Background: an optimization exercise with open tools, aiming at small area, a short achievable clock period and few clock cycles. Do not read the settings as production practice. Function was checked by simulation only, so behaviour that the tests miss may differ from the original. Power is estimated from default activity; no workload was simulated.

[design/flow/run.sh]
#!/bin/bash
# synth_recipe.tcl (not shown) runs the flow's synth.tcl, then flattens the netlist and writes it again
# the make line also repeats each setting of config.mk as NAME=value (left out here)
make -C /OpenROAD-flow-scripts/flow DESIGN_CONFIG=/design/flow/config.mk WORK_HOME=/design/flow/orfs CLKGATE_MAP_FILE= SYNTH_SCRIPT=/design/flow/synth_recipe.tcl finish
[design/flow/config.mk]
export PLATFORM = sky130hd
export DESIGN_NAME = stepper_step_pulse_generator
export DESIGN_NICKNAME = stepper_step_pulse_generator
export VERILOG_FILES = /design/flow/design.v
export SDC_FILE = /design/flow/constraint.sdc
export NUM_CORES = 4
export LEC_CHECK = 0
export CAP_MARGIN = 20
export CORE_MARGIN = 2
export CORE_UTILIZATION = 40
export SLEW_MARGIN = 20
[design/flow/constraint.sdc]
create_clock -name core_clock -period 9.0 [get_ports {clk}]
set_input_delay 1.8000 -clock core_clock [delete_from_list [all_inputs] [get_ports {clk}]]
set_output_delay 1.8000 -clock core_clock [all_outputs]
set_load 0.01 [all_outputs]
[design/flow/design.v]
package stp_pkg;
  localparam int REQ_W        = 3;
  localparam int VEL_W        = 24;
  localparam int VAL_W        = 32;
  localparam int POS_W        = 32;
  localparam int PERIOD_OUT_W = 24;
  localparam int SPR_W  = 16;
  localparam int MINP_W = 16;
  localparam int PW_W   = 8;
  localparam logic [SPR_W-1:0]  SPR_RST  = 16'd200;
  localparam logic [MINP_W-1:0] MINP_RST = 16'd100;
  localparam logic [PW_W-1:0]   PW_RST   = 8'd2;
  localparam int CFG_DATA_W = 32;
  localparam int CFG_ADDR_W = 4;
  localparam int REG_IDX_W  = 2;
  localparam logic [REG_IDX_W-1:0] REG_SPR  = 2'd0;
  localparam logic [REG_IDX_W-1:0] REG_MINP = 2'd1;
  localparam logic [REG_IDX_W-1:0] REG_PW   = 2'd2;
  localparam int PERIOD_BITS_DEF = 24;
  localparam int DEN_W           = SPR_W + VEL_W;
  localparam int DVS_W           = DEN_W + 1;
  localparam logic [DEN_W-1:0] TWO_TICKS_Q16 = 40'd131072000000;
  localparam int ENTRY_W     = 3 + 1 + VEL_W + VAL_W;
  localparam int QUEUE_DEPTH = 2;
  localparam logic [REQ_W-1:0] REQ_TICK    = 3'd0;
  localparam logic [REQ_W-1:0] REQ_VEL     = 3'd1;
  localparam logic [REQ_W-1:0] REQ_MOVE_AB = 3'd2;
  localparam logic [REQ_W-1:0] REQ_MOVE_RL = 3'd3;
  localparam logic [REQ_W-1:0] REQ_ENABLE  = 3'd4;
  localparam logic [REQ_W-1:0] REQ_DISABLE = 3'd5;
  typedef logic [2:0] cmd_t;
  localparam cmd_t CMD_NOP      = 3'd0;
  localparam cmd_t CMD_TICK     = 3'd1;
  localparam cmd_t CMD_RUN      = 3'd2;
  localparam cmd_t CMD_HALT     = 3'd3;
  localparam cmd_t CMD_MOVE_ABS = 3'd4;
  localparam cmd_t CMD_MOVE_REL = 3'd5;
  localparam cmd_t CMD_ENABLE   = 3'd6;
  localparam cmd_t CMD_DISABLE  = 3'd7;
  typedef struct packed {
    cmd_t             cmd;
    logic             fwd;
    logic [VEL_W-1:0] mag;
    logic [VAL_W-1:0] value;
  } q_entry_t;
  typedef struct packed {
    logic [SPR_W-1:0]  spr;
    logic [MINP_W-1:0] min_period;
    logic [PW_W-1:0]   pulse_width;
  } cfg_t;
endpackage
module stepper_step_pulse_generator #(
  parameter int PERIOD_BITS = 24
) (
  input  logic        clk,
  input  logic        rst_n,
  input  logic        in_valid,
  output logic        in_ready,
  input  logic [2:0]  in_req_type,
  input  logic [23:0] in_velocity,
  input  logic [31:0] in_step_value,
  output logic        out_valid,
  input  logic        out_ready,
  output logic        out_step_level,
  output logic        out_dir_level,
  output logic        out_enable_n,
  output logic [31:0] out_position,
  output logic        out_is_moving,
  output logic [23:0] out_period_out,
  input  logic        psel,
  input  logic        penable,
  input  logic        pwrite,
  input  logic [3:0]  paddr,
  input  logic [31:0] pwdata,
  output logic [31:0] prdata,
  output logic        pready
);
  localparam logic [37:0] FOUR_N = 38'h3D09000000;   
  localparam logic [37:0] K_RST  = 38'd1310720000;    
  logic [15:0] spr_r, minp_r;
  logic [7:0]  pw_r;
  logic        spr_wr;
  logic [37:0] k_r;
  logic        kbusy_r;
  logic [23:0] r_r;
  logic [25:0] q_r;
  logic [4:0]  it_r;
  logic        frun_r, fdone_r, ovf_r;
  logic [31:0] pos_r, tgt_r;
  logic        seek_r, dir_r, moving_r, en_n_r, step_r;
  logic [23:0] period_r, rem_r;
  logic [7:0]  pulse_r;
  logic        out_valid_r;
  assign pready = 1'b1;
  assign spr_wr = psel && penable && pwrite && (paddr[3:2] == 2'd0);
  always_ff @(posedge clk) begin
    if (!rst_n) begin
      spr_r  <= 16'd200;
      minp_r <= 16'd100;
      pw_r   <= 8'd2;
    end else if (psel && penable && pwrite) begin
      case (paddr[3:2])
        2'd0: spr_r  <= pwdata[15:0];
        2'd1: minp_r <= pwdata[15:0];
        2'd2: pw_r   <= pwdata[7:0];
        default: ;
      endcase
    end
  end
  always_comb begin
    case (paddr[3:2])
      2'd0:    prdata = {16'd0, spr_r};
      2'd1:    prdata = {16'd0, minp_r};
      2'd2:    prdata = {24'd0, pw_r};
      default: prdata = 32'd0;
    endcase
  end
  logic [5:0]  a_r, b_r;        
  logic        sv_r, tld_r;     
  logic [2:0]  sc_r;
  logic [23:0] svel_r;
  logic [31:0] sval_r;
  logic in_tick, tick_in, cmd_in, accept, out_free, exec_tick, exec_cmd;
  logic svneg, svzero, s_vel, s_move, s_rel, run_vel, run_move, needs_div, s_ready;
  logic f_start;
  assign in_tick   = (in_req_type == 3'd0);
  assign in_ready  = in_tick ? (sv_r ? (b_r != 6'd63) : (a_r != 6'd63)) : !sv_r;
  assign accept    = in_valid && in_ready;
  assign tick_in   = accept && in_tick;
  assign cmd_in    = accept && !in_tick;
  assign svneg     = svel_r[23];
  assign svzero    = (svel_r == 24'd0);
  assign s_vel     = (sc_r == 3'd1);
  assign s_move    = (sc_r[2:1] == 2'b01);
  assign s_rel     = sc_r[0];
  assign run_vel   = s_vel && !svzero;
  assign run_move  = s_move && !svneg && !svzero;
  assign needs_div = run_vel || run_move;
  assign s_ready   = !needs_div || (fdone_r && (tld_r || !run_move));
  assign out_free  = !out_valid_r || out_ready;
  assign exec_tick = out_free && (a_r != 6'd0);
  assign exec_cmd  = out_free && (a_r == 6'd0) && sv_r && s_ready;
  assign f_start   = sv_r && needs_div && !kbusy_r && !frun_r && !fdone_r;
  always_ff @(posedge clk) begin
    if (!rst_n) begin
      a_r  <= '0;
      b_r  <= '0;
      sv_r <= 1'b0;
    end else begin
      if (exec_cmd) begin
        a_r  <= b_r + {5'd0, tick_in};
        b_r  <= '0;
        sv_r <= 1'b0;
      end else begin
        a_r  <= a_r - {5'd0, exec_tick} + {5'd0, tick_in && !sv_r};
        b_r  <= b_r + {5'd0, tick_in && sv_r};
        if (cmd_in) sv_r <= 1'b1;
      end
    end
  end
  always_ff @(posedge clk) begin
    if (cmd_in) begin
      sc_r   <= in_req_type;
      svel_r <= in_velocity;
      sval_r <= in_step_value;
    end
  end
  logic        init_sel;
  logic [24:0] t1, t2, b_op;
  logic        cin, q1, q2, b1, b2;
  logic [25:0] d1, d2;
  logic [23:0] r1, r2;
  assign b1       = kbusy_r ? FOUR_N[{it_r, 1'b1}] : k_r[{it_r, 1'b1}];
  assign b2       = kbusy_r ? FOUR_N[{it_r, 1'b0}] : k_r[{it_r, 1'b0}];
  assign init_sel = f_start || (kbusy_r && it_r == 5'd18);
  assign b_op     = kbusy_r ? ~{9'd0, spr_r} : ({svneg, svel_r} ^ {25{!svneg}});
  assign cin      = kbusy_r || !svneg;
  assign t1       = !init_sel ? {r_r, b1} : kbusy_r ? 25'd1 : {12'd0, k_r[37:25]};
  assign d1       = {1'b0, t1} + {b_op[24], b_op} + {25'd0, cin};
  assign q1       = !d1[25];
  assign r1       = q1 ? d1[23:0] : t1[23:0];
  assign t2       = {r1, (init_sel && !kbusy_r) ? k_r[24] : b2};
  assign d2       = {1'b0, t2} + {b_op[24], b_op} + {25'd0, cin};
  assign q2       = !d2[25];
  assign r2       = q2 ? d2[23:0] : t2[23:0];
  always_ff @(posedge clk) begin
    if (!rst_n) begin
      kbusy_r <= 1'b0;
      frun_r  <= 1'b0;
      fdone_r <= 1'b0;
      k_r     <= K_RST;
    end else begin
      if (spr_wr) begin
        kbusy_r <= 1'b1;
        it_r    <= 5'd18;
      end else if (kbusy_r) begin
        r_r  <= r2;
        k_r  <= {k_r[35:0], q1, q2};
        it_r <= it_r - 5'd1;
        if (it_r == 5'd0) kbusy_r <= 1'b0;
      end else if (f_start || frun_r) begin
        r_r   <= r2;
        q_r   <= {q_r[23:0], q1, q2};
        ovf_r <= (f_start ? 1'b0 : ovf_r) | (q1 & d1[24]) | (q2 & d2[24]);
        it_r  <= f_start ? 5'd11 : it_r - 5'd1;
        frun_r <= f_start || (it_r != 5'd0);
        if (frun_r && it_r == 5'd0) fdone_r <= 1'b1;
      end else if (exec_cmd) begin
        fdone_r <= 1'b0;
      end
    end
  end
  logic [24:0] q_rnd;
  logic [15:0] lo;
  logic        sat;
  logic [23:0] newp;
  assign q_rnd = {1'b0, q_r[25:2]} + {24'd0, q_r[1]};
  assign sat   = q_rnd[24] || ovf_r || (spr_r == 16'd0);
  assign lo    = (minp_r == 16'd0) ? 16'd1 : minp_r;
  assign newp  = sat ? 24'hFFFFFF : (q_rnd[23:0] < {8'd0, lo}) ? {8'd0, lo} : q_rnd[23:0];
  logic [31:0] target;
  logic        eq, gt, sdir;
  logic [7:0]  pulse_dec;
  assign target    = s_rel ? pos_r + sval_r : sval_r;
  assign eq        = (pos_r == tgt_r);
  assign gt        = $signed(tgt_r) > $signed(pos_r);
  assign sdir      = seek_r ? gt : dir_r;
  assign pulse_dec = pulse_r - 8'd1;
  always_ff @(posedge clk) begin
    if (!rst_n) begin
      pos_r       <= '0;
      tgt_r       <= '0;
      tld_r       <= 1'b0;
      seek_r      <= 1'b0;
      dir_r       <= 1'b0;
      moving_r    <= 1'b0;
      en_n_r      <= 1'b1;
      period_r    <= '0;
      pulse_r     <= '0;
      step_r      <= 1'b0;
      out_valid_r <= 1'b0;
    end else begin
      out_valid_r <= exec_tick || exec_cmd || (out_valid_r && !out_ready);
      if (sv_r && run_move && a_r == 6'd0 && !tld_r) begin
        tgt_r <= target;
        tld_r <= 1'b1;
      end
      if (exec_tick) begin
        if (pulse_r != 8'd0) begin
          pulse_r <= pulse_dec;
          if (pulse_dec == 8'd0) step_r <= 1'b0;
        end
        if (moving_r) begin
          if (rem_r != 24'd1) begin
            rem_r <= rem_r - 24'd1;
          end else begin
            rem_r <= period_r;
            if (seek_r && eq) begin
              moving_r <= 1'b0;
              period_r <= '0;
            end else begin
              dir_r   <= sdir;
              step_r  <= 1'b1;
              pulse_r <= (pw_r == 8'd0) ? 8'd1 : pw_r;
              pos_r   <= sdir ? pos_r + 32'd1 : pos_r - 32'd1;
            end
          end
        end
      end
      if (exec_cmd) begin
        tld_r <= 1'b0;
        case (sc_r)
          3'd1, 3'd2, 3'd3: begin
            if (!needs_div || (run_move && eq)) begin
              moving_r <= 1'b0;
              period_r <= '0;
              tgt_r    <= pos_r;
              seek_r   <= 1'b1;
            end else begin
              seek_r   <= run_move;
              dir_r    <= run_move ? gt : !svneg;
              moving_r <= 1'b1;
              if (newp != period_r) begin
                period_r <= newp;
                rem_r    <= newp;
              end
            end
          end
          3'd4: en_n_r <= 1'b0;
          3'd5: begin
            moving_r <= 1'b0;
            period_r <= '0;
            en_n_r   <= 1'b1;
          end
          default: ;
        endcase
      end
    end
  end
  assign out_valid      = out_valid_r;
  assign out_step_level = step_r;
  assign out_dir_level  = dir_r;
  assign out_enable_n   = en_n_r;
  assign out_position   = pos_r;
  assign out_is_moving  = moving_r;
  assign out_period_out = period_r;
endmodule
==> results by group, run 1 <==
Status
  • Outcome: timing/DRC/antenna clean

Synthesis
  • Post-Synthesis Cells: between 2000 and 3000
  • Area leader, netlist: edfxtp_1
  • Mapped Area: ~0.024 mm²
  • Mean post-synth cell area: between 8 and 9 µm²
  • Async SR Flop Fraction: 0
  • Netlist cell types: 98
  • Top FF cell, synth: dfxtp_1
  • Register area share after synthesis: 0.342
  • Yosys top cell area share: 0.176
  • Synth area leaders: edfxtp_1, dfxtp_1, ha_1
  • Post-synthesis sequential element count: 336
  • Warnings, synthesis: 1
  • Number of enable flip-flop cells after synthesis: 139

Critical path
  • CP required: between 9 and 10 ns
  • Critical Path AT: 8.85 ns
  • Element type at the critical path end: flip-flop
  • Crit start category: flip-flop
  • Slowest CP cell: edfxtp_1
  • CP max FO: 29
  • FF-to-FF setup slack: about 0.49 ns
  • Max incr delay on CP: 0.39 ns
  • Crit path kind: reg -> reg

STA
  • RSZ-0062 raised after global routing: false
  • Slew Limit Headroom: 0.328
  • Period utilization: 0.946
  • Max Clk Rate: between 100 and 150 MHz
  • Minimum clock period: 8.51 ns
  • Max Slew Vio Count: 0
  • Worst slew pin tran: around 1 ns
  • Final WS setup: slightly below 0.5 ns
  • Final setup fails: 0
  • Worst Skew: approximately 0.032 ns
  • Setup TNS: 0 ns
  • Final hold vios: 0

Cells and area
  • Utilization after layout: 0.470
  • Layout cell share with drive strength beyond 1: 0.0782
  • Fillers: ~5600
  • Final nets: ~3200
  • ANT cells: 0
  • Area grow syn2layout: 16.4%
  • Cell Count, Final, Fillers Out: 3688

Placement
  • Post-DP HPWL: between 50 and 60 mm
  • RePlAce Congestion: roughly 0.91
  • Port bufs: ~160
  • Post-Place Worst Slack: approximately 0.036 ns
  • Cells after DPL: about 3600

Floorplanning
  • Die width: 248 µm
  • Die H: ~250 µm
  • Core area: around 0.059 mm²
  • Die area: ~0.061 mm²
  • Starting density of the core: 0.403
  • I/O Pins: a little under 200
  • FP Rows: around 90

Clock network
  • CTS Buf Count: 42
  • H-tree depth: 2
  • CTS sink count: 336
  • CTS Hold Bufs: 0
  • CTS clock-pin slew for the worst setup and hold paths: 0.06 ns
  • Worst skew pair latency: approximately 0.59 ns
  • Clock Path Buffers: 3
  • Root buffer cell: clkbuf_16
  • CTS tree: built

Global route
  • Total global-route track usage: 0.221
  • Vias in the first global route: 20400
  • Largest net degree at the start of global routing: 86
  • First-pass GRT wire length: between 100 and 150 mm
  • Initial antenna violation count: 2
  • Global route overflow: 0

Detailed routing
  • Residual DRC count: 0
  • Vias per std cell: around 5.7
  • Detail Route Antenna Nets: 0
  • Via count: around 21000
  • WL per Instance: approximately 19 µm
  • Initial DRT Pass Iterations: 6
  • Total wire length: 69.0 mm
  • First DRT Iteration DRCs: about 1500

Power and ir drop
  • Power density cells: between 150 and 200 mW/mm²
  • Worst-case vdd ir drop: around 130 µV
  • P_leak: 10.4 nW
  • Power Total: about 5.4 mW

Run
  • Max cap viols: 0

Hold path
  • Worst Hold Class: reg -> reg
-- cell usage in the layout, fill, tap and decap left out, drive strengths merged, types with 26 or more instances in the layout --
cell type,count
a211oi,41
a21o,54
a21oi,274
buf,47
clkbuf,67
clkdlybuf4s50,160
dfxtp,197
edfxtp,139
ha,175
inv,124
mux2,46
mux2i,49
nand2,343
nand2b,28
nand3,74
nand4,26
nor2,213
nor3,59
nor4,31
o211ai,47
o21a,30
o21ai,142
or3,27
xnor2,116
xor2,49
-- power breakdown --
part / internal, mW / switching (mW) / leakage, nW
clock network: 1.09 / 0.709 / 0.738
logic: 0.850 / 0.977 / 6.79
registers: 1.74 / 0.0742 / 2.90
-- per-stage QoR --
step	hold WS [ns]	instance area, µm²
floorplan	0.400	23800
global placement	0.408	26100
detailed placement	0.412	26100
CTS	0.425	27600
global route	0.427	27700
finish	0.424	27700
-- worst paths after layout --
kind / cells after the start / start / endpoint
worst min-delay path: 0 / q_r[0]$_DFFE_PP_ / q_r[2]$_DFFE_PP_
worst min register to register: 0 / q_r[0]$_DFFE_PP_ / q_r[2]$_DFFE_PP_
worst max-delay path: 37 / svel_r[23]$_DFFE_PP_ / r_r[0]$_DFFE_PP_
worst max register to register: 37 / svel_r[23]$_DFFE_PP_ / r_r[0]$_DFFE_PP_
-- worst max-delay path, delay by kind of cell (launching register included) --
kind            cells  cell delay (ns)
simple gates       11             2.26
flops               1             0.39
fa+ha+maj           3             0.77
mux                 2             0.60
buf+inv             5             0.97
compound gates     16             3.25
-- registers in the layout (all words and copies together) (netlist names), 5 cells and up --
signal and count:
spr_r 16, a_r 6, period_r 24, b_r 6
k_r 38, it_r 5, r_r 24, minp_r 16
pw_r 8, tgt_r 32, rem_r 24, sval_r 32
pulse_r 8, q_r 26, pos_r 32, svel_r 24
-- final cells by class --
| cell class | instances | area [µm²] | area share |
|---|---|---|---|
| inverters | 122 | 460 | 0.0166 |
| well taps | 773 | 967 | 0.0350 |
| clock inverters | 11 | 105 | 0.00380 |
| flip-flops and latches | 336 | 8120 | 0.293 |
| repair buffers | 207 | 2010 | 0.0726 |
| multi-input cells | 2172 | 14600 | 0.529 |
| clock buffers | 67 | 1380 | 0.0500 |
-- routing by layer --
layer / part of all wire / up-vias / wire length, µm / GRT usage
li1: - / 10300 / - / -
met1: 0.46 / 9959 / 31400 / 0.300
met2: 0.45 / 619 / 31300 / 0.358
met3: 0.057 / 133 / 3970 / 0.0300
met4: 0.033 / 2 / 2300 / 0.0824
met5: 0.00010 / - / 7 / 0
-- Yosys cell counts (8+ instances only) --
cell and count:
edfxtp_1 139, o211ai_1 46, a31oi_1 14, mux2_4 16
or3_1 27, mux2_2 30, and2_1 24, dfxtp_1 197
and3_1 18, o21a_1 30, xor2_1 49, a22oi_1 14
nor2b_1 25, or2_2 10, a211oi_1 40, o21ai_0 140
a32o_1 21, o21bai_1 12, nor3_1 57, o31ai_1 13
a21o_1 54, nand3_1 74, nand2_1 342, o311ai_0 8
buf_2 8, nor2_1 211, a22o_1 11, ha_1 175
o22ai_1 11, nor4_1 27, a21oi_1 273, or4_1 10
nand4_1 25, nand3b_1 13, buf_4 25, xnor2_1 116
nand2b_1 28, buf_1 8, clkbuf_1 106, a211o_1 9
inv_1 119, mux2i_1 49
-- logic make-up after synthesis --
kind of cell / share of synthesized area
AND/OR/NAND/NOR: 0.186
AO/OA/AOI/OAI: 0.212
flip-flops: 0.342
buffers and inverters: 0.0497
adder cells (fa/ha/maj): 0.0980
XOR/XNOR: 0.0618
multiplexers: 0.0507
other: 0.000316
-- repair_timing --
item                                    in CTS  in global routing
endpoints found under the setup margin       0                 27
setup buffers                                0                  3
gates resized for setup                      0                 14
Testbench counts, summed over its fixed seeds: cycles 22,484.
==> run 2: changes to the inputs <==
--- a/design/flow/design.v
+++ b/design/flow/design.v
@@ -86,4 +86,4 @@
   logic [25:0] q_r;
-  logic [4:0]  it_r;
-  logic        frun_r, fdone_r, ovf_r;
+  logic [5:0]  it_r;
+  logic        ftest_r, fslow_r, frun_r, ffin_r, fdone_r, ovf_r;
   logic [31:0] pos_r, tgt_r;
@@ -93,4 +93,4 @@
   logic        out_valid_r;
-  assign pready = 1'b1;
-  assign spr_wr = psel && penable && pwrite && (paddr[3:2] == 2'd0);
+  assign pready = !kbusy_r || (it_r == 6'd22) || (it_r == 6'd6);
+  assign spr_wr = psel && !penable && pwrite && (paddr[3:2] == 2'd0);
   always_ff @(posedge clk) begin
@@ -100,9 +100,11 @@
       pw_r   <= 8'd2;
-    end else if (psel && penable && pwrite) begin
-      case (paddr[3:2])
-        2'd0: spr_r  <= pwdata[15:0];
-        2'd1: minp_r <= pwdata[15:0];
-        2'd2: pw_r   <= pwdata[7:0];
-        default: ;
-      endcase
+    end else begin
+      if (spr_wr) spr_r <= pwdata[15:0];
+      if (psel && penable && pwrite) begin
+        case (paddr[3:2])
+          2'd1: minp_r <= pwdata[15:0];
+          2'd2: pw_r   <= pwdata[7:0];
+          default: ;
+        endcase
+      end
     end
@@ -119,8 +121,9 @@
   logic        sv_r, tld_r;     
-  logic [2:0]  sc_r;
-  logic [23:0] svel_r;
+  logic [2:0]  sc_r;            
+  logic        srun_r;          
+  logic        sfwd_r;          
+  logic [23:0] sm_r;            
   logic [31:0] sval_r;
   logic in_tick, tick_in, cmd_in, accept, out_free, exec_tick, exec_cmd;
-  logic svneg, svzero, s_vel, s_move, s_rel, run_vel, run_move, needs_div, s_ready;
-  logic f_start;
+  logic vneg, vzero, s_move, s_rel, run_move, s_ready, f_start;
   assign in_tick   = (in_req_type == 3'd0);
@@ -130,11 +133,8 @@
   assign cmd_in    = accept && !in_tick;
-  assign svneg     = svel_r[23];
-  assign svzero    = (svel_r == 24'd0);
-  assign s_vel     = (sc_r == 3'd1);
+  assign vneg      = in_velocity[23];
+  assign vzero     = (in_velocity == 24'd0);
   assign s_move    = (sc_r[2:1] == 2'b01);
   assign s_rel     = sc_r[0];
-  assign run_vel   = s_vel && !svzero;
-  assign run_move  = s_move && !svneg && !svzero;
-  assign needs_div = run_vel || run_move;
-  assign s_ready   = !needs_div || (fdone_r && (tld_r || !run_move));
+  assign run_move  = s_move && srun_r;
+  assign s_ready   = !srun_r || (fdone_r && (tld_r || !run_move));
   assign out_free  = !out_valid_r || out_ready;
@@ -142,3 +142,4 @@
   assign exec_cmd  = out_free && (a_r == 6'd0) && sv_r && s_ready;
-  assign f_start   = sv_r && needs_div && !kbusy_r && !frun_r && !fdone_r;
+  assign f_start   = sv_r && srun_r && !kbusy_r && !ftest_r && !fslow_r && !frun_r && !ffin_r
+                     && !fdone_r;
   always_ff @(posedge clk) begin
@@ -163,3 +164,6 @@
       sc_r   <= in_req_type;
-      svel_r <= in_velocity;
+      srun_r <= (in_req_type == 3'd1) ? !vzero
+              : (in_req_type[2:1] == 2'b01) ? (!vneg && !vzero) : 1'b0;
+      sfwd_r <= !vneg;
+      sm_r   <= in_velocity ^ {24{!vneg}};
       sval_r <= in_step_value;
@@ -167,20 +171,25 @@
   end
-  logic        init_sel;
-  logic [24:0] t1, t2, b_op;
-  logic        cin, q1, q2, b1, b2;
-  logic [25:0] d1, d2;
-  logic [23:0] r1, r2;
-  assign b1       = kbusy_r ? FOUR_N[{it_r, 1'b1}] : k_r[{it_r, 1'b1}];
-  assign b2       = kbusy_r ? FOUR_N[{it_r, 1'b0}] : k_r[{it_r, 1'b0}];
-  assign init_sel = f_start || (kbusy_r && it_r == 5'd18);
-  assign b_op     = kbusy_r ? ~{9'd0, spr_r} : ({svneg, svel_r} ^ {25{!svneg}});
-  assign cin      = kbusy_r || !svneg;
-  assign t1       = !init_sel ? {r_r, b1} : kbusy_r ? 25'd1 : {12'd0, k_r[37:25]};
-  assign d1       = {1'b0, t1} + {b_op[24], b_op} + {25'd0, cin};
-  assign q1       = !d1[25];
-  assign r1       = q1 ? d1[23:0] : t1[23:0];
-  assign t2       = {r1, (init_sel && !kbusy_r) ? k_r[24] : b2};
-  assign d2       = {1'b0, t2} + {b_op[24], b_op} + {25'd0, cin};
-  assign q2       = !d2[25];
-  assign r2       = q2 ? d2[23:0] : t2[23:0];
+  logic [24:0] t_in, b_op;
+  logic        cin, qbit, dbit, fast;
+  logic [25:0] diff;
+  always_comb begin
+    if (f_start)                          t_in = {1'b0, k_r[32:9]};         
+    else if (fslow_r)                     t_in = {12'd0, k_r[37:25]};       
+    else if (kbusy_r && it_r == 6'd37)    t_in = 25'd1;                     
+    else                                  t_in = {r_r, dbit};
+  end
+  assign dbit = kbusy_r ? FOUR_N[it_r] : k_r[it_r];
+  assign b_op = kbusy_r ? {9'h1FF, ~spr_r} : {1'b1, sm_r};
+  assign cin  = kbusy_r || sfwd_r;
+  assign diff = {1'b0, t_in} + {b_op[24], b_op} + {25'd0, cin};
+  assign qbit = !diff[25];
+  assign fast = (k_r[37:33] == 5'd0) && !qbit;
+  logic [24:0] q_rnd;
+  logic [15:0] lo;
+  logic        sat;
+  logic [23:0] newp;
+  assign q_rnd = {1'b0, q_r[25:2]} + {24'd0, q_r[1]};
+  assign sat   = q_rnd[24] || ovf_r || (spr_r == 16'd0);
+  assign lo    = (minp_r == 16'd0) ? 16'd1 : minp_r;
+  assign newp  = sat ? 24'hFFFFFF : (q_rnd[23:0] < {8'd0, lo}) ? {8'd0, lo} : q_rnd[23:0];
   always_ff @(posedge clk) begin
@@ -188,3 +197,6 @@
       kbusy_r <= 1'b0;
+      ftest_r <= 1'b0;
+      fslow_r <= 1'b0;
       frun_r  <= 1'b0;
+      ffin_r  <= 1'b0;
       fdone_r <= 1'b0;
@@ -194,15 +206,27 @@
         kbusy_r <= 1'b1;
-        it_r    <= 5'd18;
+        it_r    <= 6'd37;
       end else if (kbusy_r) begin
-        r_r  <= r2;
-        k_r  <= {k_r[35:0], q1, q2};
-        it_r <= it_r - 5'd1;
-        if (it_r == 5'd0) kbusy_r <= 1'b0;
-      end else if (f_start || frun_r) begin
-        r_r   <= r2;
-        q_r   <= {q_r[23:0], q1, q2};
-        ovf_r <= (f_start ? 1'b0 : ovf_r) | (q1 & d1[24]) | (q2 & d2[24]);
-        it_r  <= f_start ? 5'd11 : it_r - 5'd1;
-        frun_r <= f_start || (it_r != 5'd0);
-        if (frun_r && it_r == 5'd0) fdone_r <= 1'b1;
+        r_r  <= qbit ? diff[23:0] : t_in[23:0];
+        k_r  <= {k_r[36:0], qbit};
+        it_r <= it_r - 6'd1;
+        if (it_r == 6'd0) kbusy_r <= 1'b0;
+      end else if (f_start) begin
+        q_r     <= '0;
+        ovf_r   <= 1'b0;
+        r_r     <= t_in[23:0];
+        it_r    <= 6'd8;
+        frun_r  <= fast;
+        fslow_r <= !fast;
+      end else if (fslow_r || frun_r) begin
+        r_r     <= qbit ? diff[23:0] : t_in[23:0];
+        q_r     <= {q_r[24:0], qbit};
+        ovf_r   <= ovf_r | (qbit & diff[24]);
+        it_r    <= fslow_r ? 6'd24 : it_r - 6'd1;
+        fslow_r <= 1'b0;
+        frun_r  <= fslow_r || (it_r != 6'd0);
+        ffin_r  <= frun_r && (it_r == 6'd0);
+      end else if (ffin_r) begin
+        q_r[23:0] <= newp;
+        ffin_r    <= 1'b0;
+        fdone_r   <= 1'b1;
       end else if (exec_cmd) begin
@@ -212,10 +236,2 @@
   end
-  logic [24:0] q_rnd;
-  logic [15:0] lo;
-  logic        sat;
-  logic [23:0] newp;
-  assign q_rnd = {1'b0, q_r[25:2]} + {24'd0, q_r[1]};
-  assign sat   = q_rnd[24] || ovf_r || (spr_r == 16'd0);
-  assign lo    = (minp_r == 16'd0) ? 16'd1 : minp_r;
-  assign newp  = sat ? 24'hFFFFFF : (q_rnd[23:0] < {8'd0, lo}) ? {8'd0, lo} : q_rnd[23:0];
   logic [31:0] target;
@@ -273,3 +289,3 @@
           3'd1, 3'd2, 3'd3: begin
-            if (!needs_div || (run_move && eq)) begin
+            if (!srun_r || (run_move && eq)) begin
               moving_r <= 1'b0;
@@ -280,8 +296,6 @@
               seek_r   <= run_move;
-              dir_r    <= run_move ? gt : !svneg;
+              dir_r    <= run_move ? gt : sfwd_r;
               moving_r <= 1'b1;
-              if (newp != period_r) begin
-                period_r <= newp;
-                rem_r    <= newp;
-              end
+              period_r <= q_r[23:0];
+              if (q_r[23:0] != period_r) rem_r <= q_r[23:0];
             end
==> run 2 against run 1 <==
Effect of this change: still clean; area after synthesis shrank 6.7%; routed wire length shrank 0.11%; power shrank 14%; die area shrank 6.5%; clock power shrank 2%; combinational power shrank about 40%; register-to-register slack gained 2.3 ns; design area shrank 6.6%; cell count shrank 3.6%; critical endpoint is now ovf_r$_SDFFCE_PP0P_.
==> results by group, run 2 <==
Hold path
  • Hold-critical path depth: 2 (+2)
  • Hold Crit Endpoint: k_r[3]$_SDFFE_PN0P_
  • Hold path start: k_r[2]$_SDFFE_PN0P_
  • Worst Hold Class: reg -> reg

Critical path
  • Crit-path cells: ha_1, and4b_1, nand3b_1, nor2b_1, o211ai_1, a31oi_1, fa_1, fa_1, nor2b_1, o21ai_0, a21oi_1, o221ai_1, a211oi_1, a41o_1, a211oi_1, o31ai_1, a31oi_1, a21oi_1
  • Worst R2R End: ovf_r$_SDFFCE_PP0P_
  • CP max FO: 17 (-41%)
  • Element type at the critical path end: flip-flop
  • Crit start category: flip-flop
  • FF-to-FF path depth: 18 (-51%)
  • Reg-to-Reg Start: it_r[0]$_SDFFCE_PP1P_
  • Critical Path AT: 6.62 ns (-2.23 ns)
  • Max incr delay on CP: 0.91 ns (+0.52 ns)
  • CP required: 9.37 ns (+0.04 ns)
  • Crit path kind: reg -> reg
  • FF-to-FF setup slack: 2.75 ns (+2.26 ns)
  • Slowest CP cell: edfxtp_1

Floorplanning
  • Die area: 0.0574 mm² (-6.5%)
  • Die H: 239 µm (-3.3%)
  • Core area: 0.0550 mm² (-6.7%)
  • I/O Pins: 197 (unchanged)
  • Starting density of the core: 0.403 (about the same)
  • FP Rows: 86 (-3.4%)
  • Die width: 239 µm (-3.3%)

Synthesis
  • Warnings, synthesis: 1 (unchanged)
  • Post-synth top cells: nand2_1, a21oi_1, nor2_1
  • Area leader, netlist: edfxtp_1
  • Synth area leaders: edfxtp_1, dfxtp_1, ha_1
  • Register area share after synthesis: 0.370 (+0.0289)
  • Post-Synthesis Cells: 2695 (-2.6%)
  • Mapped Area: 0.0222 mm² (-6.7%)
  • Number of enable flip-flop cells after synthesis: 141 (+1.4%)
  • Async SR Flop Fraction: 0 (unchanged)
  • Post-synthesis sequential element count: 340 (+1.2%)
  • Top FF cell, synth: dfxtp_1
  • Yosys top cell area share: 0.191 (+0.0152)
  • Most numerous cell in the Yosys netlist: nand2_1
  • Mean post-synth cell area: 8.23 µm² (-4.1%)
  • Netlist cell types: 84 (-14%)

Clock network
  • Clock Path Buffers: 3 (unchanged)
  • Post_cts resized: 0 (unchanged)
  • CTS clock-pin slew for the worst setup and hold paths: 0.06 ns (about the same)
  • Root buffer cell: clkbuf_16
  • H-tree depth: 2 (unchanged)
  • CTS Hold Bufs: 0 (unchanged)
  • CTS Buf Count: 42 (unchanged)
  • CTS tree: built
  • Post-CTS Setup Repair Bufs: 0 (unchanged)
  • Worst skew pair latency: 0.58 ns (about the same)
  • CTS sink count: 340 (+1.2%)

Global route
  • Vias in the first global route: 19400 (-4.9%)
  • Global route overflow: 0 (unchanged)
  • Initial antenna violation count: 4 (+2)
  • Largest net degree at the start of global routing: 118 (+37%)
  • First-pass GRT wire length: 108 mm (-0.83%)
  • Total global-route track usage: 0.238 (+0.0172)

Placement
  • Port bufs: 162 (+0.62%)
  • Post-DP HPWL: 50.0 mm (-1.9%)
  • Placed inst area: 0.0244 mm² (-6.3%)
  • RePlAce Congestion: 0.936 (+2.6%)
  • Cells after DPL: 3475 (-3.6%)
  • Post-Place Worst Slack: 2.80 ns (+2.76 ns)

Power and ir drop
  • Pint: 3.24 mW (-12%)
  • Worst-case vdd ir drop: 137 µV (+5.5%)
  • P_leak: 9.69 nW (-7.1%)
  • Sw Share: 0.306 (-0.0176)
  • Power share of the sequential group: 0.391 (+0.058)
  • Combinational power share: 0.233 (-0.103)
  • P_sw: 1.43 mW (-19%)
  • Power density cells: 181 mW/mm² (-8.0%)
  • Clock share of power: 0.376 (+0.045)

STA
  • Minimum clock period: 6.25 ns (-2.26 ns)
  • Slew Limit Headroom: 0.286 (-0.0414)
  • Worst slew pin tran: 1.07 ns (+0.0675 ns)
  • Max Slew Vio Count: 0 (unchanged)
  • WHS: 0.473 ns (+0.0493 ns)
  • Final WS setup: 2.75 ns (+2.26 ns)
  • RSZ-0062 raised after global routing: false
  • Max Clk Rate: 160 MHz (+36%)
  • Setup TNS: 0 ns (unchanged)
  • Worst Skew: 0.0160 ns (-0.0161 ns)
  • Final setup fails: 0 (unchanged)
  • Final hold vios: 0 (unchanged)
  • Period utilization: 0.695 (-0.251)

Detailed routing
  • Initial DRT Pass Iterations: 5 (-1)
  • WL per Instance: 19.4 µm (+3.7%)
  • Total wire length: 68.9 mm (-0.11%)
  • First DRT Iteration DRCs: 1596 (+6.1%)
  • Residual DRC count: 0 (unchanged)
  • Vias per std cell: 5.77 (+1.4%)
  • Detail Route Antenna Nets: 0 (unchanged)
  • Via count: 20500 (-2.2%)

Status
  • Outcome: timing/DRC/antenna clean

Cells and area
  • Top reg by flops: k_r
  • Cell Count, Final, Fillers Out: 3554 (-3.6%)
  • Most common cell after layout, fill and taps aside: nand2_1
  • Layout cell share with drive strength beyond 1: 0.0563 (-0.0219)
  • Post-Layout Inst Area: 0.0258 mm² (-6.6%)
  • Commonest non-fill, non-tap cells in the layout: nand2_1, a21oi_1, nor2_1
  • Largest register FFs: 38 (unchanged)
  • Area grow syn2layout: 16.5% (about the same)
  • Final nets: 3002 (-5.2%)

Run
  • Max cap viols: 0 (unchanged)
run 2: area by class of cell:
class	instances	area (µm²)
well taps	748	936
fillers	5294	29100
flip-flops and latches	340	8220
diodes	1	2.50
repair buffers	195	1860
clock inverters	14	124
multi-input cells	2078	13000
inverters	114	433
clock buffers	64	1300
run 2: how the worst max path moves through the flow:
stage                          start                  end  cells past startpoint  slack, ns
3_5_place_dp   it_r[1]$_SDFFCE_PP0P_     r_r[9]$_DFFE_PP_                     21       2.80
3_3_place_gp   it_r[1]$_SDFFCE_PP0P_     r_r[9]$_DFFE_PP_                     21       2.79
5_1_grt        it_r[0]$_SDFFCE_PP1P_  ovf_r$_SDFFCE_PP0P_                     18       2.19
6_report       it_r[0]$_SDFFCE_PP1P_  ovf_r$_SDFFCE_PP0P_                     18       2.75
2_1_floorplan         in_req_type[0]    sc_r[0]$_DFFE_PP_                      2       2.13
4_1_cts        it_r[0]$_SDFFCE_PP1P_  ovf_r$_SDFFCE_PP0P_                     18       2.75
run 2: cells by family (layout without fill, tap and decap cells):
| logic type | count (synthesis) | count (layout) | share of synthesized area |
|---|---|---|---|
| AOI/OAI and AO/OA | 733 | 733 | 0.197 |
| adders and majority gates | 129 | 129 | 0.0741 |
| muxes | 90 | 90 | 0.0458 |
| other | 2 | 18 | 0.000339 |
| xor gates and xnor gates | 143 | 143 | 0.0565 |
| DFF | 340 | 340 | 0.370 |
| buffers and inverters | 292 | 387 | 0.0527 |
| and+or+nand+nor | 966 | 966 | 0.203 |
run 2: critical path: cells and delay by family (launching register included):
| family | cells | cell delay, ns |
|---|---|---|
| flip-flops | 1 | 0.91 |
| AO/OA/AOI/OAI | 11 | 2.83 |
| adder cells (fa/ha/maj) | 3 | 1.17 |
| AND/OR/NAND/NOR | 4 | 1.13 |
run 2: power by group through the flow:
stage	clock, mW	sequential, mW	combinational (mW)
detailed placement	0	1.86	1.07
CTS	1.80	1.82	1.08
global placement	0	1.85	1.06
floorplan	0	1.81	0.811
finish	1.76	1.82	1.09
global route	1.85	1.84	1.22
run 2: stage by stage:
step | utilization | total power [mW]
after floorplan | - | 2.62
after global placement | 0.444 | 2.91
after detailed placement | 0.444 | 2.93
after CTS | 0.470 | 4.70
after global routing | 0.470 | 4.91
final | 0.470 | 4.67
run 2: layer usage:
metal / global-route usage / up-vias / share of wire
li1: - / 9836 / -
met1: 0.329 / 9790 / 0.45
met2: 0.379 / 760 / 0.45
met3: 0.0356 / 113 / 0.068
met4: 0.0813 / 6 / 0.033
met5: 0 / - / 0.00046
Testbench counts of run 2, summed over its fixed seeds: cycles 21,800.
==> run 3: changes to the inputs <==
--- a/design/flow/design.v
+++ b/design/flow/design.v
@@ -87,3 +87,4 @@
   logic [5:0]  it_r;
-  logic        ftest_r, fslow_r, frun_r, ffin_r, fdone_r, ovf_r;
+  logic        kfirst;
+  logic        fslow_r, frun_r, ffin_r, fdone_r, ovf_r, dbit_r;
   logic [31:0] pos_r, tgt_r;
@@ -111,4 +112,6 @@
   end
+  logic [1:0] rsel_r;
+  always_ff @(posedge clk) if (psel && !penable) rsel_r <= paddr[3:2];
   always_comb begin
-    case (paddr[3:2])
+    case (rsel_r)
       2'd0:    prdata = {16'd0, spr_r};
@@ -142,3 +145,3 @@
   assign exec_cmd  = out_free && (a_r == 6'd0) && sv_r && s_ready;
-  assign f_start   = sv_r && srun_r && !kbusy_r && !ftest_r && !fslow_r && !frun_r && !ffin_r
+  assign f_start   = sv_r && srun_r && !kbusy_r && !fslow_r && !frun_r && !ffin_r
                      && !fdone_r;
@@ -177,6 +180,7 @@
     else if (fslow_r)                     t_in = {12'd0, k_r[37:25]};       
-    else if (kbusy_r && it_r == 6'd37)    t_in = 25'd1;                     
-    else                                  t_in = {r_r, dbit};
+    else if (kfirst)                      t_in = 25'd1;                     
+    else                                  t_in = {r_r, dbit_r};
   end
-  assign dbit = kbusy_r ? FOUR_N[it_r] : k_r[it_r];
+  logic [5:0] it_nx;
+  assign dbit = kbusy_r ? FOUR_N[it_nx] : k_r[it_nx];
   assign b_op = kbusy_r ? {9'h1FF, ~spr_r} : {1'b1, sm_r};
@@ -186,2 +190,9 @@
   assign fast = (k_r[37:33] == 5'd0) && !qbit;
+  always_comb begin
+    if (spr_wr)                          it_nx = 6'd37;
+    else if (kbusy_r)                    it_nx = it_r - 6'd1;
+    else if (f_start)                    it_nx = fast ? 6'd8 : 6'd25;
+    else if (fslow_r || frun_r)          it_nx = it_r - 6'd1;
+    else                                 it_nx = it_r;
+  end
   logic [24:0] q_rnd;
@@ -197,3 +208,3 @@
       kbusy_r <= 1'b0;
-      ftest_r <= 1'b0;
+      kfirst  <= 1'b0;
       fslow_r <= 1'b0;
@@ -204,9 +215,11 @@
     end else begin
+      dbit_r <= dbit;
+      it_r   <= it_nx;
       if (spr_wr) begin
         kbusy_r <= 1'b1;
-        it_r    <= 6'd37;
+        kfirst  <= 1'b1;
       end else if (kbusy_r) begin
+        kfirst <= 1'b0;
         r_r  <= qbit ? diff[23:0] : t_in[23:0];
         k_r  <= {k_r[36:0], qbit};
-        it_r <= it_r - 6'd1;
         if (it_r == 6'd0) kbusy_r <= 1'b0;
@@ -216,3 +229,2 @@
         r_r     <= t_in[23:0];
-        it_r    <= 6'd8;
         frun_r  <= fast;
@@ -223,3 +235,2 @@
         ovf_r   <= ovf_r | (qbit & diff[24]);
-        it_r    <= fslow_r ? 6'd24 : it_r - 6'd1;
         fslow_r <= 1'b0;
@@ -236,9 +247,10 @@
   end
-  logic [31:0] target;
-  logic        eq, gt, sdir;
+  logic [31:0] sum, target;
+  logic        ld_tgt, eq, gt;
   logic [7:0]  pulse_dec;
-  assign target    = s_rel ? pos_r + sval_r : sval_r;
+  assign ld_tgt    = sv_r && run_move && (a_r == 6'd0) && !tld_r;
+  assign sum       = pos_r + (ld_tgt ? sval_r : {{31{!dir_r}}, 1'b1});
+  assign target    = s_rel ? sum : sval_r;
   assign eq        = (pos_r == tgt_r);
   assign gt        = $signed(tgt_r) > $signed(pos_r);
-  assign sdir      = seek_r ? gt : dir_r;
   assign pulse_dec = pulse_r - 8'd1;
@@ -259,3 +271,3 @@
       out_valid_r <= exec_tick || exec_cmd || (out_valid_r && !out_ready);
-      if (sv_r && run_move && a_r == 6'd0 && !tld_r) begin
+      if (ld_tgt) begin
         tgt_r <= target;
@@ -277,6 +289,5 @@
             end else begin
-              dir_r   <= sdir;
               step_r  <= 1'b1;
               pulse_r <= (pw_r == 8'd0) ? 8'd1 : pw_r;
-              pos_r   <= sdir ? pos_r + 32'd1 : pos_r - 32'd1;
+              pos_r   <= sum;
             end
--- a/design/flow/config.mk
+++ b/design/flow/config.mk
@@ -7,2 +7,3 @@
 export LEC_CHECK = 0
+export ABC_CLOCK_PERIOD_IN_PS = 5000
 export CAP_MARGIN = 20
==> run 3 against run 2 <==
Effect of this change: combinational power grew 9%; area after synthesis shrank 2.3%; clock-buffer cell count shrank 6; design area shrank 1.9%; first-iteration DRC count shrank 9.1%; clock power grew 3%; core utilization grew 0.21 points; non-clock buffer count is the same; cell count shrank 5.5%; critical path type unchanged.
==> results by group, run 3 <==
Status
  • Outcome: timing/DRC/antenna clean

Synthesis
  • Post-synthesis sequential element count: 344 (+1.2%)
  • Post-Synthesis Cells: 2539 (-5.8%)
  • Synth area leaders: edfxtp_1, dfxtp_1, ha_1
  • Area leader, netlist: edfxtp_1
  • Number of enable flip-flop cells after synthesis: 144 (+2.1%)
  • Most numerous cell in the Yosys netlist: nand2_1
  • Netlist cell types: 85 (+1.2%)
  • Register area share after synthesis: 0.384 (+0.0136)
  • Mean post-synth cell area: 8.54 µm² (+3.8%)
  • Post-synth top cells: nand2_1, a21oi_1, nor2_1
  • Mapped Area: 0.0217 mm² (-2.3%)
  • Warnings, synthesis: 1 (unchanged)
  • Async SR Flop Fraction: 0 (unchanged)
  • Yosys top cell area share: 0.199 (+0.00855)
  • Top FF cell, synth: dfxtp_1

Clock network
  • CTS clock-pin slew for the worst setup and hold paths: 0.06 ns (about the same)
  • CTS Hold Bufs: 0 (unchanged)
  • CTS tree: built
  • Post-CTS Setup Repair Bufs: 0 (unchanged)
  • H-tree depth: 2 (unchanged)
  • Root buffer cell: clkbuf_16
  • Worst skew pair latency: 0.58 ns (about the same)
  • Clock Path Buffers: 3 (unchanged)
  • CTS Buf Count: 43 (+2.4%)
  • Post_cts resized: 0 (unchanged)
  • CTS sink count: 344 (+1.2%)

Critical path
  • CP max FO: 33 (+16)
  • Crit path kind: reg -> reg
  • Crit path max-delay family: compound AO/OA/AOI/OAI gates
  • Crit start category: flip-flop
  • Max incr delay on CP: 0.76 ns (-0.15 ns)
  • Buf/Inv on CP: 2 (+2)
  • CP required: 9.50 ns (+0.13 ns)
  • Slowest CP cell: and3_2
  • Cell mode on critical path: a21oi_1
  • Critical Path AT: 6.30 ns (-0.32 ns)
  • Element type at the critical path end: flip-flop
  • Crit-path cells: inv_1, ha_1, nand2_1, nor3_1, and3_2, nor2_2, buf_4, a21o_1, ha_1, a211oi_1, o2111ai_1, a311oi_1, a21oi_1, o41ai_1, o21ai_0, nand4_1, a21boi_0, a21oi_1, nand2_1, a21oi_1

Cells and area
  • Top reg by flops: k_r
  • Layout cell share with drive strength beyond 1: 0.0621 (+0.00573)
  • Final nets: 2855 (-4.9%)
  • Most common cell after layout, fill and taps aside: nand2_1
  • Area grow syn2layout: 16.9%
  • Largest register FFs: 38 (unchanged)
  • Commonest non-fill, non-tap cells in the layout: nand2_1, a21oi_1, nor2_1
  • Utilization after layout: 0.472 (+0.00212)
  • Cell Count, Final, Fillers Out: 3357 (-5.5%)
  • Post-Layout Inst Area: 0.0254 mm² (-1.9%)

Detailed routing
  • Residual DRC count: 0 (unchanged)
  • Vias per std cell: 5.82 (+0.79%)
  • Detail Route Antenna Nets: 0 (unchanged)
  • Total wire length: 67.8 mm (-1.6%)
  • WL per Instance: 20.2 µm (+4.2%)
  • First DRT Iteration DRCs: 1450 (-9.1%)
  • Initial DRT Pass Iterations: 8 (+3)
  • Via count: 19500 (-4.8%)

STA
  • Minimum clock period: 5.80 ns (-0.451 ns)
  • Slew Limit Headroom: 0.211 (-0.0751)
  • Period utilization: 0.644 (-0.0502)
  • Worst slew pin tran: 1.18 ns (+0.109 ns)
  • Setup TNS: 0 ns (unchanged)
  • WHS: 0.490 ns (+0.0167 ns)
  • Final WS setup: 3.20 ns (+0.451 ns)
  • Final setup fails: 0 (unchanged)
  • Max Clk Rate: 172 MHz (+7.8%)
  • Worst Skew: 0.0202 ns (+0.00415 ns)
  • Max Slew Vio Count: 0 (unchanged)
  • Final hold vios: 0 (unchanged)
  • RSZ-0062 raised after global routing: false

Power and ir drop
  • Power Total: 4.86 mW (+4.1%)
  • Worst-case vdd ir drop: 150 µV (+8.9%)
  • P_leak: 9.74 nW (+0.52%)
  • Power density cells: 192 mW/mm² (+6.1%)

Placement
  • Post-Place Worst Slack: 3.14 ns (+0.344 ns)
  • Placed inst area: 0.0239 mm² (-2.3%)
  • RePlAce Congestion: 0.906 (-3.3%)
  • Port bufs: 162 (unchanged)
  • Post-DP HPWL: 48.3 mm (-3.2%)
  • Cells after DPL: 3276 (-5.7%)

Run
  • Max cap viols: 0 (unchanged)

Global route
  • Total global-route track usage: 0.237 (-0.00163)
  • First-pass GRT wire length: 105 mm (-2.7%)
  • Largest net degree at the start of global routing: 62 (-47%)
  • Vias in the first global route: 18700 (-3.8%)
  • Global route overflow: 0 (unchanged)
  • Initial antenna violation count: 9 (+5)

Floorplanning
  • FP Rows: 85 (-1.2%)
  • Die H: 237 µm (-1.1%)
  • I/O Pins: 197 (unchanged)
  • Die width: 237 µm (-1.1%)
  • Die area: 0.0561 mm² (-2.2%)
  • Starting density of the core: 0.404 (about the same)
  • Core area: 0.0537 mm² (-2.3%)

Hold path
  • Worst Hold Class: reg -> reg
## run 3: power by group
| part | total, mW | switching [mW] | internal, mW |
|---|---|---|---|
| combinational | 1.19 | 0.701 | 0.488 |
| sequential | 1.86 | 0.100 | 1.76 |
| clock | 1.81 | 0.711 | 1.10 |
| total | 4.86 | 1.51 | 3.35 |
## run 3: cell type report
| cell class | count | area [µm²] |
|---|---|---|
| flip-flops and latches | 344 | 8330 |
| fillers | 5099 | 28400 |
| clock inverters | 21 | 196 |
| clock buffers | 58 | 1300 |
| well taps | 696 | 871 |
| multi-input cells | 1932 | 12400 |
| repair buffers | 195 | 1860 |
| inverters | 109 | 412 |
| diodes | 2 | 5.00 |
## run 3: final timing paths
| path | from | endpoint | slack [ns] | cells after the start |
|---|---|---|---|---|
| worst max-delay path | a_r[2]$_SDFF_PN0_ | pos_r[29]$_SDFFE_PN0P_ | 3.20 | 20 |
| worst min-delay path | spr_r[0]$_SDFFE_PN0P_ | spr_r[0]$_SDFFE_PN0P_ | 0.49 | 2 |
| worst max register to register | a_r[2]$_SDFF_PN0_ | pos_r[29]$_SDFFE_PN0P_ | 3.20 | 20 |
| worst min register to register | spr_r[0]$_SDFFE_PN0P_ | spr_r[0]$_SDFFE_PN0P_ | 0.49 | 2 |
## run 3: logic make-up after synthesis
logic type / share of synthesized area
AO/OA/AOI/OAI: 0.225
XOR/XNOR: 0.0549
adder cells (fa/ha/maj): 0.0752
buffers and inverters: 0.0519
flip-flops: 0.384
multiplexers: 0.0362
other: 0.000346
AND/OR/NAND/NOR: 0.172
## run 3: routing by layer
| layer | track usage | wire length [µm] | share of wire |
|---|---|---|---|
| met5 | 0 | 92 | 0.0014 |
| met4 | 0.0570 | 1350 | 0.020 |
| met3 | 0.0530 | 5390 | 0.079 |
| met2 | 0.392 | 31500 | 0.46 |
| met1 | 0.313 | 29500 | 0.44 |
## run 3: tightest hold or removal path: cells and delay by family, from the launching register on
kind	cells	cell delay (ns)
flip-flops	1	0.33
AND/OR/NAND/NOR	1	0.06
AO/OA/AOI/OAI	1	0.05
Testbench counts of run 3, summed over its fixed seeds: cycles 21,800.
==> run 4: changes to the inputs <==
--- a/design/flow/config.mk
+++ b/design/flow/config.mk
@@ -7,3 +7,2 @@
 export LEC_CHECK = 0
-export ABC_CLOCK_PERIOD_IN_PS = 5000
 export CAP_MARGIN = 20
@@ -11,2 +10,3 @@
 export CORE_UTILIZATION = 40
+export SETUP_SLACK_MARGIN = 4.5
 export SLEW_MARGIN = 20
==> run 4 against run 3 <==
Effect of this change: still clean; power down 0.95%; clock power down 7%; worst setup slack better by 1.3 ns; register-to-register slack better by 1.3 ns; core utilization up 1.4 points; non-clock buffer count up 47; via count up 1.9%; clock skew up 0.014 ns; combinational power up 8%; hold slack worse by 0.0037 ns; global-route usage up 0.54 points; design area up 3.0%; highest routed layer unchanged.
==> results by group, run 4 <==
Critical path
  • Critical Path AT: 2.72 ns (-3.58 ns)
  • Buf/Inv on CP: 2 (unchanged)
  • Crit path kind: in -> out
  • CP required: 7.20 ns (-2.30 ns)
  • Crit start category: primary input
  • Max incr delay on CP: 0.26 ns (-0.50 ns)
  • Slowest CP cell: nor3_4
  • Element type at the critical path end: primary output
  • CP max FO: 3 (-91%)
  • Crit path max-delay family: simple AND/OR/NAND/NOR gates
  • Crit-path cells: buf_8, nor3_4, nand4_1, nor3_2, a21oi_2, buf_2

Cells and area
  • Area grow syn2layout: 20.5%
  • Fillers: 5044 (-1.1%)
  • Most common cell after layout, fill and taps aside: nand2_1
  • Largest register FFs: 38 (unchanged)
  • Commonest non-fill, non-tap cells in the layout: nand2_1, a21oi_1, nor2_1
  • Final nets: 2903 (+1.7%)
  • Layout cell share with drive strength beyond 1: 0.0961 (+0.0341)
  • Cell Count, Final, Fillers Out: 3403 (+1.4%)
  • Top reg by flops: k_r

Power and ir drop
  • P_sw: 1.53 mW (+1.2%)
  • Power share of the sequential group: 0.387 (+0.004)
  • Power Total: 4.82 mW (-0.95%)
  • Clock share of power: 0.348 (-0.025)
  • Power density cells: 184 mW/mm² (-3.9%)
  • Pint: 3.29 mW (-1.9%)
  • P_leak: 10.0 nW (+3.1%)
  • Combinational power share: 0.265 (+0.020)
  • Worst-case vdd ir drop: 150 µV (+0.52%)
  • Sw Share: 0.318 (+0.00681)

Synthesis
  • Synth Area in Compound Gates: 0.225 (unchanged)
  • Synth Area in Simple Gates: 0.172 (unchanged)
  • Mean post-synth cell area: 8.54 µm² (unchanged)
  • Most numerous cell in the Yosys netlist: nand2_1
  • Mapped Area: 0.0217 mm² (unchanged)
  • Warnings, synthesis: 1 (unchanged)
  • Register area share after synthesis: 0.384 (unchanged)
  • Number of enable flip-flop cells after synthesis: 144 (unchanged)
  • Post-synth top cells: nand2_1, a21oi_1, nor2_1
  • Area leader, netlist: edfxtp_1
  • Async SR Flop Fraction: 0 (unchanged)
  • Top FF cell, synth: dfxtp_1
  • Yosys top cell area share: 0.199 (unchanged)
  • Post-synthesis sequential element count: 344 (unchanged)
  • Adder-Cell Fraction of Synth Area: 0.0752 (unchanged)
  • Post-Synthesis Cells: 2539 (unchanged)
  • XOR/XNOR share of the synthesized area: 0.0549 (unchanged)
  • Post-synthesis mux area share: 0.0362 (unchanged)
  • Largest family of logic cells by synthesized area: compound AO/OA/AOI/OAI gates
  • Synth area leaders: edfxtp_1, dfxtp_1, ha_1
  • Netlist cell types: 85 (unchanged)

Floorplanning
  • Starting density of the core: 0.404 (unchanged)
  • Die H: 237 µm (unchanged)
  • Die area: 0.0561 mm² (unchanged)
  • I/O Pins: 197 (unchanged)
  • FP Rows: 85 (unchanged)
  • Core area: 0.0537 mm² (unchanged)
  • Die width: 237 µm (unchanged)

Status
  • Outcome: timing/DRC/antenna clean

Clock network
  • Clock Path Buffers: 3 (unchanged)
  • CTS Buf Count: 41 (-4.7%)
  • CTS tree: built
  • CTS sink count: 344 (unchanged)
  • CTS clock-pin slew for the worst setup and hold paths: 0.06 ns (about the same)
  • CTS Hold Bufs: 0 (unchanged)
  • H-tree depth: 2 (unchanged)
  • Root buffer cell: clkbuf_16
  • Worst skew pair latency: 0.59 ns (about the same)

STA
  • Worst slew pin tran: 1.11 ns (-0.0671 ns)
  • Period utilization: 0.502 (-0.142)
  • Final hold vios: 0 (unchanged)
  • Final WS setup: 4.48 ns (+1.28 ns)
  • RSZ-0062 raised after global routing: true
  • Max Clk Rate: 221 MHz (+28%)
  • Setup TNS: 0 ns (unchanged)
  • Max Slew Vio Count: 0 (unchanged)
  • Final setup fails: 0 (unchanged)
  • Slew Limit Headroom: 0.256 (+0.0449)
  • Worst Skew: 0.0344 ns (+0.0142 ns)
  • Minimum clock period: 4.52 ns (-1.28 ns)

Detailed routing
  • Residual DRC count: 0 (unchanged)
  • Vias per std cell: 5.85 (+0.55%)
  • Initial DRT Pass Iterations: 8 (unchanged)
  • Total wire length: 69.8 mm (+2.9%)
  • WL per Instance: 20.5 µm (+1.5%)
  • Detail Route Antenna Nets: 0 (unchanged)
  • Via count: 19900 (+1.9%)
  • First DRT Iteration DRCs: 1797 (+24%)

Placement
  • Post-Place Worst Slack: 3.05 ns (-0.0893 ns)
  • Cells after DPL: 3275 (-0.031%)
  • RePlAce Congestion: 0.903 (-0.30%)
  • Post-DP HPWL: 48.5 mm (+0.36%)
  • Port bufs: 162 (unchanged)

Global route
  • Initial antenna violation count: 10 (+1)
  • Largest net degree at the start of global routing: 62 (unchanged)
  • Vias in the first global route: 19000 (+1.7%)
  • Total global-route track usage: 0.242 (+0.00544)
  • Global route overflow: 0 (unchanged)
  • First-pass GRT wire length: 108 mm (+2.1%)

Hold path
  • Worst Hold Class: reg -> reg

Run
  • Max cap viols: 0 (unchanged)
[run 4: power groups by stage]
stage	clock network (mW)	logic (mW)	registers [mW]
after floorplan	0	0.897	1.85
after global placement	0	1.15	1.89
after detailed placement	0	1.18	1.89
after CTS	1.71	1.23	1.86
after global routing	1.77	1.41	1.87
final	1.68	1.28	1.86
[run 4: final timing paths]
| kind | slack [ns] | depth (start not counted) | end | from |
|---|---|---|---|---|
| max | 4.48 | 6 | in_ready | in_req_type[1] |
| min | 0.49 | 2 | k_r[0]$_SDFFE_PN0P_ | k_r[0]$_SDFFE_PN0P_ |
| max reg2reg | 4.50 | 17 | dbit_r$_DFFE_PP_ | srun_r$_DFFE_PP_ |
| min reg2reg | 0.49 | 2 | k_r[0]$_SDFFE_PN0P_ | k_r[0]$_SDFFE_PN0P_ |
[run 4: timing repair]
action                     4_1_cts  5_1_grt
setup buffers                   21       24
pin swaps                       24       25
gates resized for setup         73       57
setup endpoints to repair       98       58
cloned                           3        3
[run 4: area by class of cell]
class                      count  area (µm²)  area share
timing repair buffer         242        2350      0.0901
inverter                     109         415      0.0159
clock buffer                  60        1240      0.0476
multi-input combinational   1935       12800       0.490
antenna                        2        5.00    0.000192
sequential                   344        8340       0.319
tap                          696         871      0.0333
clock inverter                15         109     0.00417
[run 4: cells by family (layout without fill, tap and decap cells)]
| group | count (synthesis) | count (layout) |
|---|---|---|
| buffers and inverters | 278 | 426 |
| multiplexers | 77 | 77 |
| adder cells (fa/ha/maj) | 128 | 128 |
| flip-flops | 344 | 344 |
| other | 2 | 19 |
| AND/OR/NAND/NOR | 809 | 811 |
| XOR/XNOR | 136 | 136 |
| AO/OA/AOI/OAI | 765 | 766 |
[run 4: through the flow]
stage,utilization,hold WS [ns],area (µm²)
2_1_floorplan,-,0.441,21800
3_3_place_gp,0.444,0.466,23800
3_5_place_dp,0.444,0.478,23900
4_1_cts,0.478,0.490,25700
5_1_grt,0.486,0.508,26100
6_report,0.486,0.486,26100
[run 4: worst min-delay path, stage by stage (launching register included)]
cell	delay, ns
dfxtp_1	0.32
nand2_1	0.05
o21ai_0	0.06
[run 4: layer usage]
metal  part of all wire  vias up  track usage
met5             0.0012        -            0
met4              0.031       14       0.0878
met3              0.076      127       0.0505
met2               0.46      705        0.392
met1               0.43     9593        0.319
li1                   -     9459            -
==> run 5: changes to the inputs <==
--- a/design/flow/config.mk
+++ b/design/flow/config.mk
@@ -10,3 +10,3 @@
 export CORE_UTILIZATION = 40
-export SETUP_SLACK_MARGIN = 4.5
+export SETUP_SLACK_MARGIN = 3.5
 export SLEW_MARGIN = 20
==> run 5 against run 4 <==
Effect of this change: still clean; combinational power shrank 6%; non-clock buffer count shrank 44; register-to-register slack lost 0.67 ns; routed wire length shrank 2.9%; global-route usage shrank 0.50 points; sequential power is essentially flat; design area shrank 2.7%; sequential cell count is the same; largest cell class unchanged.
==> results by group, run 5 <==
Clock network
  • CTS Buf Count: 42 (+2.4%)
  • CTS clock-pin slew for the worst setup and hold paths: 0.05 ns (about the same)
  • Root buffer cell: clkbuf_16
  • H-tree depth: 2 (unchanged)
  • CTS Hold Bufs: 0 (unchanged)
  • CTS sink count: 344 (unchanged)
  • Worst skew pair latency: 0.58 ns (about the same)
  • CTS tree: built
  • Clock Path Buffers: 3 (unchanged)

STA
  • Final setup fails: 0 (unchanged)
  • Setup TNS: 0 ns (unchanged)
  • Worst Skew: 0.0258 ns (-0.00862 ns)
  • Max Slew Vio Count: 0 (unchanged)
  • Period utilization: 0.601 (+0.0982)
  • Final WS setup: 3.60 ns (-0.884 ns)
  • Minimum clock period: 5.40 ns (+0.884 ns)
  • RSZ-0062 raised after global routing: true
  • Final hold vios: 0 (unchanged)
  • Max Clk Rate: 185 MHz (-16%)
  • WHS: 0.485 ns (-0.00132 ns)
  • Worst slew pin tran: 1.06 ns (-0.0515 ns)
  • Slew Limit Headroom: 0.291 (+0.0348)

Placement
  • Post-Place Worst Slack: 2.98 ns (-0.0751 ns)
  • Post-DP HPWL: 48.0 mm (-1.1%)
  • Port bufs: 162 (unchanged)
  • Placed inst area: 0.0239 mm² (about the same)
  • Cells after DPL: 3274 (-0.031%)
  • RePlAce Congestion: 0.880 (-2.6%)

Global route
  • First-pass GRT wire length: 106 mm (-1.5%)
  • Initial antenna violation count: 8 (-2)
  • Total global-route track usage: 0.237 (-0.00497)
  • Global route overflow: 0 (unchanged)
  • Vias in the first global route: 18800 (-0.99%)
  • Largest net degree at the start of global routing: 112 (+81%)

Hold path
  • Hold path start: spr_r[0]$_SDFFE_PN0P_
  • Hold Crit Endpoint: spr_r[0]$_SDFFE_PN0P_
  • Worst Hold Class: reg -> reg
  • Hold-critical path depth: 2 (unchanged)

Synthesis
  • Top FF cell, synth: dfxtp_1
  • Post-synth top cells: nand2_1, a21oi_1, nor2_1
  • Mapped Area: 0.0217 mm² (unchanged)
  • Warnings, synthesis: 1 (unchanged)
  • Most numerous cell in the Yosys netlist: nand2_1
  • Yosys top cell area share: 0.199 (unchanged)
  • Area leader, netlist: edfxtp_1
  • Async SR Flop Fraction: 0 (unchanged)
  • Post-synthesis sequential element count: 344 (unchanged)
  • Mean post-synth cell area: 8.54 µm² (unchanged)
  • Synth area leaders: edfxtp_1, dfxtp_1, ha_1
  • Netlist cell types: 85 (unchanged)
  • Post-Synthesis Cells: 2539 (unchanged)
  • Register area share after synthesis: 0.384 (unchanged)
  • Number of enable flip-flop cells after synthesis: 144 (unchanged)

Cells and area
  • Register Area: 0.00833 mm² (about the same)
  • Multi-input gate area: 0.0125 mm² (-2.6%)
  • Fillers: 5075 (+0.61%)
  • Post-Layout Inst Area: 0.0254 mm² (-2.7%)
  • Final nets: 2858 (-1.6%)
  • Top reg by flops: k_r
  • Commonest non-fill, non-tap cells in the layout: nand2_1, a21oi_1, nor2_1
  • Cell Count, Final, Fillers Out: 3361 (-1.2%)
  • Most common cell after layout, fill and taps aside: nand2_1
  • Layout cell share with drive strength beyond 1: 0.0657 (-0.0304)
  • Largest register FFs: 38 (unchanged)
  • Area grow syn2layout: 17.3%
  • Utilization after layout: 0.473 (-0.0130)

Critical path
  • CP max FO: 4 (+1)
  • Crit start category: primary input
  • Reg-to-Reg Start: srun_r$_DFFE_PP_
  • Critical Path AT: 3.60 ns (+0.88 ns)
  • FF-to-FF path depth: 18 (+1)
  • Element type at the critical path end: primary output
  • Worst R2R End: dbit_r$_DFFE_PP_
  • CP required: 7.20 ns (about the same)
  • Crit path kind: in -> out
  • FF-to-FF setup slack: 3.83 ns (-0.67 ns)

Detailed routing
  • Detail Route Antenna Nets: 0 (unchanged)
  • Via count: 19400 (-2.4%)
  • Total wire length: 67.8 mm (-2.9%)
  • Initial DRT Pass Iterations: 5 (-3)
  • Highest Signal Layer: met5
  • WL met3: 5.24 mm (-0.81%)
  • WL met2: 31.4 mm (-2.0%)
  • Vias per std cell: 5.78 (-1.2%)
  • Residual DRC count: 0 (unchanged)
  • WL per Instance: 20.2 µm (-1.7%)
  • Wl on met1: 29.7 mm (-1.5%)
  • First DRT Iteration DRCs: 1435 (-20%)

Power and ir drop
  • Power density cells: 190 mW/mm² (+3.0%)
  • Worst-case vdd ir drop: 117 µV (-22%)
  • Power Total: 4.83 mW (+0.29%)
  • P_leak: 9.75 nW (-2.9%)

Floorplanning
  • Die area: 0.0561 mm² (unchanged)
  • Core area: 0.0537 mm² (unchanged)
  • I/O Pins: 197 (unchanged)
  • FP Rows: 85 (unchanged)
  • Die H: 237 µm (unchanged)
  • Starting density of the core: 0.404 (unchanged)
  • Die width: 237 µm (unchanged)

Run
  • Max cap viols: 0 (unchanged)

Status
  • Outcome: timing/DRC/antenna clean
-- run 5: cell families after synthesis --
group / synth area share
mux: 0.0362
compound gates: 0.225
other cells: 0.000346
simple gates: 0.172
buf+inv: 0.0519
xor+xnor: 0.0549
fa+ha+maj: 0.0752
flops: 0.384
-- run 5: worst max path at each step --
stage | end | start | slack [ns] | depth (start not counted)
3_3_place_gp | in_ready | in_req_type[1] | 3.03 | 5
4_1_cts | in_ready | in_req_type[1] | 3.42 | 5
6_report | in_ready | in_req_type[0] | 3.60 | 5
3_5_place_dp | in_ready | in_req_type[1] | 2.98 | 5
2_1_floorplan | tgt_r[22]$_SDFF_PN0_ | a_r[2]$_SDFF_PN0_ | 4.24 | 22
5_1_grt | tgt_r[27]$_SDFF_PN0_ | sc_r[2]$_DFFE_PP_ | 3.48 | 18
-- run 5: metal layers --
layer  track usage  up-vias
li1              -     9393
met1         0.313     9312
met2         0.390      614
met3        0.0588       86
met4        0.0550       10
met5             0        -
-- run 5: worst max-delay path: stages --
cell and delay [ns]:
clkdlybuf4s50_1 0.51, nor3_4 0.35, o21ai_0 0.17, a21oi_2 0.20, clkdlybuf4s50_1 0.56
-- run 5: where the power goes --
part	switching, mW	internal [mW]	total [mW]
Sequential	0.102	1.76	1.86
Combinational	0.710	0.493	1.20
Clock	0.708	1.06	1.76
-- run 5: layout make-up --
cell class                 count  area share
multi-input combinational   1933       0.490
sequential                   344       0.328
timing repair buffer         198      0.0749
clock buffer                  58      0.0489
tap                          696      0.0342
inverter                     109      0.0162
clock inverter                20     0.00773
antenna                        3    0.000295
-- run 5: timing repair --
item                                    CTS  global route
gates resized for setup                   5            11
pin swaps                                 0             3
buffers inserted                          0             5
endpoints found under the hold margin     0             0
endpoints found under the setup margin   14            27
gates cloned                              0             1

-- separate check: timing with driven ports --
In the flow no input, the clock included, has a driving cell. The finished layouts below were timed again as built, in two steps. Step 1: set_driving_cell puts a clkbuf_16 on clk and a buf_2 on each other input, an assumption about the parent block. Step 2 adds t to the input delays and takes it off the output delays; t is the mean of the earliest and latest rising clock arrival at the registers after step 1. Input paths then give back, and output paths get back, about the clock's delay inside the block. a / b / c = ideal ports / drivers / drivers and shift; a / b = the first two.
run	t (ns)	setup WS [ns]	cell pins on the clock port's net
run 1	0.625	0.486 / 0.486 / 0.486	1
run 2	0.633	2.749 / 2.749 / 2.749	1
run 3	0.627	3.201 / 3.179 / 3.179	1
run 4	0.627	4.479 / 4.412 / 3.979	1
run 5	0.632	3.595 / 3.568 / 3.568	1
After both steps every run listed still meets setup and hold. For run 4, which loses most, drivers alone change the setup slack by -0.067 ns; drivers and shift together by -0.500 ns.
